Source: an optimization exercise on an open RTL-to-GDS flow (aim: small area). Production flows keep margins and buffers that such runs may drop.
Only simulation tests tie the RTL to the original design; equivalence was not proved.
No activity file was given, so power comes from the tool's default toggle rates.

## run 1
==> flow/design.v <==
module write_back #(
  parameter int unsigned XLEN  = 32,
  parameter int unsigned NREG  = 32,
  parameter int unsigned CNT_W = 64
) (
  input  logic             clk,
  input  logic             rst_n,
  input  logic             halt,
  input  logic             wb_valid,
  input  logic [XLEN-1:0]  instruction_in,
  input  logic [XLEN-1:0]  wb_data_in,
  input  logic [4:0]       rs1_addr,
  input  logic [4:0]       rs2_addr,
  input  logic             cnt_we,
  input  logic             cnt_sel,
  input  logic             cnt_hi,
  input  logic [31:0]      cnt_wdata,
  output logic [XLEN-1:0]  rs1_data,
  output logic [XLEN-1:0]  rs2_data,
  output logic [4:0]       fwd_rd,
  output logic [XLEN-1:0]  fwd_data,
  output logic [CNT_W-1:0] instret,
  output logic [CNT_W-1:0] cycle,
  output logic             illegal_instr
);
  logic [XLEN-1:0]  r_regs [1:31];
  logic [4:0]       r_fwd_rd;
  logic [XLEN-1:0]  r_fwd_data;
  logic [CNT_W-1:0] r_instret;
  logic [CNT_W-1:0] r_cycle;
  logic             r_illegal;
  logic [6:0] w_opc;
  logic [4:0] w_rd;
  logic       w_valid;
  logic       w_writes;
  logic       w_legal;
  logic       w_retire;
  logic       w_we;
  assign w_opc = instruction_in[6:0];
  assign w_rd  = instruction_in[11:7];
  assign w_valid = (wb_valid === 1'b1);
  always_comb begin
    w_writes = 1'b0;
    w_legal  = 1'b0;
    case (w_opc)
      7'b0110011, 7'b0010011, 7'b0110111, 7'b0010111,
      7'b0000011, 7'b1101111, 7'b1100111: begin
        w_writes = 1'b1;
        w_legal  = 1'b1;
      end
      7'b0100011, 7'b1100011: w_legal = 1'b1;
      default: ;
    endcase
  end
  assign w_retire = rst_n & w_valid & ~halt;
  assign w_we     = w_retire & w_writes & (w_rd != 5'd0);
  logic [31:0]     w_dec;
  logic [XLEN-1:0] w_wdata;
  wb_dec5 u_wdec (.en(w_we), .a(w_rd), .y(w_dec));
  assign w_wdata = wb_data_in & {XLEN{rst_n}};
  always_ff @(posedge clk) begin
    for (int i = 1; i < 32; i++)
      if (w_dec[i] | ~rst_n) r_regs[i] <= w_wdata;
    if (w_we | ~rst_n) r_fwd_data <= w_wdata;
  end
  logic [32*XLEN-1:0] r_src;
  always_comb begin
    r_src[XLEN-1:0] = '0;
    for (int i = 1; i < 32; i++) r_src[i*XLEN +: XLEN] = r_regs[i];
  end
  logic [4*32-1:0] s1_sel, s2_sel;
  logic            s1_byp, s2_byp;
  wb_rdsel u_r1sel (.a(rs1_addr), .sel(s1_sel));
  wb_rdsel u_r2sel (.a(rs2_addr), .sel(s2_sel));
  assign s1_byp = w_we & (w_rd == rs1_addr);
  assign s2_byp = w_we & (w_rd == rs2_addr);
  logic [XLEN-1:0] w_wdn;
  assign w_wdn = ~wb_data_in;
  wb_rdport u_rd1 (.sel4(s1_sel), .src(r_src), .byp(s1_byp), .wdn(w_wdn), .data(rs1_data));
  wb_rdport u_rd2 (.sel4(s2_sel), .src(r_src), .byp(s2_byp), .wdn(w_wdn), .data(rs2_data));
  logic        ld_c_lo, ld_c_hi, ld_i_lo, ld_i_hi, inc_c, inc_i;
  logic [31:0] cnt_wn;
  assign cnt_wn  = ~(cnt_wdata & {32{rst_n}});
  assign ld_c_lo = ~rst_n | (cnt_we & ~cnt_sel & ~cnt_hi);
  assign ld_c_hi = ~rst_n | (cnt_we & ~cnt_sel &  cnt_hi);
  assign ld_i_lo = ~rst_n | (cnt_we &  cnt_sel & ~cnt_hi);
  assign ld_i_hi = ~rst_n | (cnt_we &  cnt_sel &  cnt_hi);
  assign inc_c   = ~(cnt_we & ~cnt_sel);
  assign inc_i   = ~(cnt_we & cnt_sel) & w_retire & w_legal;
  logic [CNT_W-1:0] c_next, i_next;
  wb_counter u_cyc (.q(r_cycle),   .inc(inc_c), .ld_lo(ld_c_lo), .ld_hi(ld_c_hi),
                    .wn(cnt_wn), .d(c_next));
  wb_counter u_ins (.q(r_instret), .inc(inc_i), .ld_lo(ld_i_lo), .ld_hi(ld_i_hi),
                    .wn(cnt_wn), .d(i_next));
  always_ff @(posedge clk) begin
    r_cycle   <= c_next;
    r_instret <= i_next;
    r_fwd_rd  <= w_we ? w_rd : 5'd0;
    r_illegal <= w_retire & ~w_legal;
  end
  assign fwd_rd        = r_fwd_rd;
  assign fwd_data      = r_fwd_data;
  assign instret       = r_instret;
  assign cycle         = r_cycle;
  assign illegal_instr = r_illegal;
endmodule
module wb_dec5 (
  input  logic        en,
  input  logic [4:0]  a,
  output logic [31:0] y
);
  always_comb begin
    y = '0;
    y[a] = en;
    y[0] = 1'b0;
  end
endmodule
module wb_rdsel (
  input  logic [4:0]       a,
  output logic [4*32-1:0]  sel
);
  logic [3:0] pa_n;    
  logic [7:0] pb_n;    
  always_comb begin
    for (int j = 0; j < 4; j++) pa_n[j] = ~(a[1:0] == 2'(j));
    for (int j = 0; j < 8; j++) pb_n[j] = ~(a[4:2] == 3'(j));
  end
  for (genvar c = 0; c < 4; c++) begin : g_copy
    assign sel[32*c] = 1'b0;
    for (genvar i = 1; i < 32; i++) begin : g_sel
      wb_nor2 u_sel (.a(pa_n[i % 4]), .b(pb_n[i / 4]), .y(sel[32*c + i]));
    end
  end
endmodule
module wb_rdport (
  input  logic [4*32-1:0]  sel4,
  input  logic [32*32-1:0] src,
  input  logic             byp,
  input  logic [31:0]      wdn,
  output logic [31:0]      data
);
  for (genvar b = 0; b < 32; b++) begin : g_bit
    logic [31:0] sel;
    logic [10:0] y;
    logic [2:0]  n;
    assign sel = sel4[32*(b/8) +: 32];
    for (genvar k = 0; k < 10; k++) begin : g_t
      wb_aoi222 u_aoi (
        .a1(sel[3*k+1]), .b1(src[(3*k+1)*32+b]),
        .a2(sel[3*k+2]), .b2(src[(3*k+2)*32+b]),
        .a3(sel[3*k+3]), .b3(src[(3*k+3)*32+b]),
        .y(y[k])
      );
    end
    wb_nand2 u_n31 (.a(sel[31]), .b(src[31*32+b]), .y(y[10]));
    wb_nand4 u_n0 (.a(y[0]), .b(y[1]), .c(y[2]),  .d(y[3]), .y(n[0]));
    wb_nand4 u_n1 (.a(y[4]), .b(y[5]), .c(y[6]),  .d(y[7]), .y(n[1]));
    wb_nand3 u_n2 (.a(y[8]), .b(y[9]), .c(y[10]),           .y(n[2]));
    wb_rdfin u_fin (.n(n), .byp(byp), .wdn(wdn[b]), .o(data[b]));
  end
endmodule
module wb_nor2 (input logic a, b, output logic y);
  assign y = ~(a | b);
endmodule
module wb_nand3 (input logic a, b, c, output logic y);
  assign y = ~(a & b & c);
endmodule
module wb_nand4 (input logic a, b, c, d, output logic y);
  assign y = ~(a & b & c & d);
endmodule
module wb_rdfin (input logic [2:0] n, input logic byp, wdn, output logic o);
  assign o = byp ? ~wdn : (|n);
endmodule
module wb_aoi222 (input logic a1, b1, a2, b2, a3, b3, output logic y);
  assign y = ~((a1 & b1) | (a2 & b2) | (a3 & b3));
endmodule
module wb_nand2 (input logic a, b, output logic y);
  assign y = ~(a & b);
endmodule
module wb_and3 (input logic a, b, c, output logic y);
  assign y = a & b & c;
endmodule
module wb_counter (
  input  logic [63:0] q,
  input  logic        inc,
  input  logic        ld_lo,
  input  logic        ld_hi,
  input  logic [31:0] wn,
  output logic [63:0] d
);
  logic [3:0] g;
  logic [3:0] cin;
  for (genvar k = 0; k < 4; k++) begin : g_and
    assign g[k] = &q[16*k +: 16];
  end
  assign cin[0] = inc;
  assign cin[1] = inc & g[0];
  assign cin[2] = inc & g[0] & g[1];
  assign cin[3] = inc & g[0] & g[1] & g[2];
  for (genvar k = 0; k < 4; k++) begin : g_seg
    logic       ld;
    logic [8:0] c;     
    logic [7:0] nc;    
    assign ld   = (k < 2) ? ld_lo : ld_hi;
    assign c[0] = cin[k];
    for (genvar j = 0; j < 8; j++) begin : g_pair
      localparam int E = 16*k + 2*j;
      wb_cnt_sum #(.INV(0)) u_se (.q(q[E]), .c(c[j]), .ld(ld),
                                  .wn(wn[E % 32]), .d(d[E]));
      wb_nand2 u_nc (.a(q[E]), .b(c[j]), .y(nc[j]));
      wb_cnt_sum #(.INV(1)) u_so (.q(q[E+1]), .c(nc[j]), .ld(ld),
                                  .wn(wn[(E+1) % 32]), .d(d[E+1]));
      if (j < 7) begin : g_c
        wb_and3 u_c (.a(q[E]), .b(q[E+1]), .c(c[j]), .y(c[j+1]));
      end else begin : g_nc
        assign c[j+1] = 1'b0;
      end
    end
  end
endmodule
module wb_cnt_sum #(parameter bit INV = 0) (input logic q, c, ld, wn, output logic d);
  assign d = ld ? ~wn : (q ^ c ^ INV);
endmodule
==> flow/config.mk <==
export PLATFORM = sky130hd
export DESIGN_NAME = write_back
export DESIGN_NICKNAME = write_back
export VERILOG_FILES = /design/flow/design.v
export SDC_FILE = /design/flow/constraint.sdc
export NUM_CORES = 4
export LEC_CHECK = 0
export CAP_MARGIN = 20
export CORE_MARGIN = 2
export CORE_UTILIZATION = 70
export PLACE_DENSITY = 0.85
export SETUP_SLACK_MARGIN = 0.1
export SLEW_MARGIN = 20
export SYNTH_HIERARCHICAL = 1
export SYNTH_MINIMUM_KEEP_SIZE = 0
==> flow/constraint.sdc <==
create_clock -name core_clock -period 6.0 [get_ports {clk}]
set_input_delay 1.2000 -clock core_clock [delete_from_list [all_inputs] [get_ports {clk}]]
set_output_delay 1.2000 -clock core_clock [all_outputs]
set_load 0.01 [all_outputs]
standard.sh (not shown) runs the stock make flow with config.mk's settings and CLKGATE_MAP_FILE= SYNTH_SCRIPT=/design/flow/synth_recipe.tcl, a recipe that flattens the netlist after the stock synthesis.
==> flow/flow/run.sh <==
#!/bin/bash
set -euo pipefail
export BUFFER_PORTS_ARGS="-buffer_cell sky130_fd_sc_hd__buf_1"
export CTS_ARGS="-sink_clustering_enable -repair_clock_nets -dont_use_dummy_load -buf_list sky130_fd_sc_hd__clkbuf_16 -sink_clustering_size 27 -sink_clustering_max_diameter 100"
bash standard.sh MATCH_CELL_FOOTPRINT=0 finish > standard_flow.log 2>&1
Run 1 reached the end of the flow, and the finished layout is clean on the timing, design-rule and antenna checks.
Relative to run 1, the following input files were edited for run 2:
- changing PLACE_DENSITY from 0.85 to 0.75
- changing CORE_UTILIZATION from 70 to 60
[summary]
- Run 2 closes out successfully: all stages finished, all timing, DRC and antenna checks passed.
- Higher utilization was reported by run 1, not run 2.
- On met3 layer usage reported by global route: between run 1 and run 2, it ends up higher for run 1.
- Sort run 1 and run 2 by synthesis-to-layout area growth desc -> top: run 2
- Lower height of the die among run 1 and run 2: run 1
What run 3 does differently from run 2 at the input level:
==> flow/flow/run.sh <==
#!/bin/bash
set -euo pipefail
export BUFFER_PORTS_ARGS="-buffer_cell sky130_fd_sc_hd__buf_1"
export CTS_ARGS="-sink_clustering_enable -repair_clock_nets -dont_use_dummy_load -buf_list sky130_fd_sc_hd__clkbuf_16 -sink_clustering_size 24 -sink_clustering_max_diameter 80"
bash standard.sh MATCH_CELL_FOOTPRINT=0 RECOVER_POWER=100 finish > standard_flow.log 2>&1
### Flow results
- Although it ran to completion, run 3 produced a layout that fails the final checks because of capacitance limit, slew limit.
- On overall power consumption, run 2 beats run 3.
- Run 3 has final period demand of the worst path above what run 2 had.
- Delta(clock network power share, run 3 - run 2) > 0
- For the share of cells above drive strength 1, run 3 came in 2.1 points lower than run 2 did.
- [run 3 vs run 2] power share of the sequential group: lower in run 3
- Relative to run 2, the combined area of the multi-input logic cells measured on run 3 has decreased slightly.
- Remaining max-slew budget at the tightest pin for run 3: 86 points down relative to run 2

==> afterwards: timing with drivers on the ports <==
Ports are ideal in the flow. The routed layouts listed here were re-timed in OpenROAD.
Step 1 sets driving cells, clkbuf_16 on the clock port and buf_2 on the other inputs (assumed; they add their load-dependent delay and slew).
Step 2 times the ports against the registers' clock, not the clock port: input delays grow and output delays shrink by t, the midpoint of the rising clock arrivals with the driver on.
Three values: no drivers, after step 1, after step 2; two values: the first two.
| run | shift t [ns] | setup WS [ns] | clock arrival spread, ns |
|---|---|---|---|
| run 1 | 0.707 | 0.268 / 0.164 / 0.164 | 0.038 / 0.038 |
| run 2 | 0.710 | 0.418 / 0.350 / 0.350 | 0.047 / 0.046 |
| run 3 | 0.722 | 0.213 / 0.143 / 0.070 | 0.072 / 0.072 |
The setup slack of run 3, which loses most, moves by -0.070 ns with the drivers and by -0.143 ns with both steps.
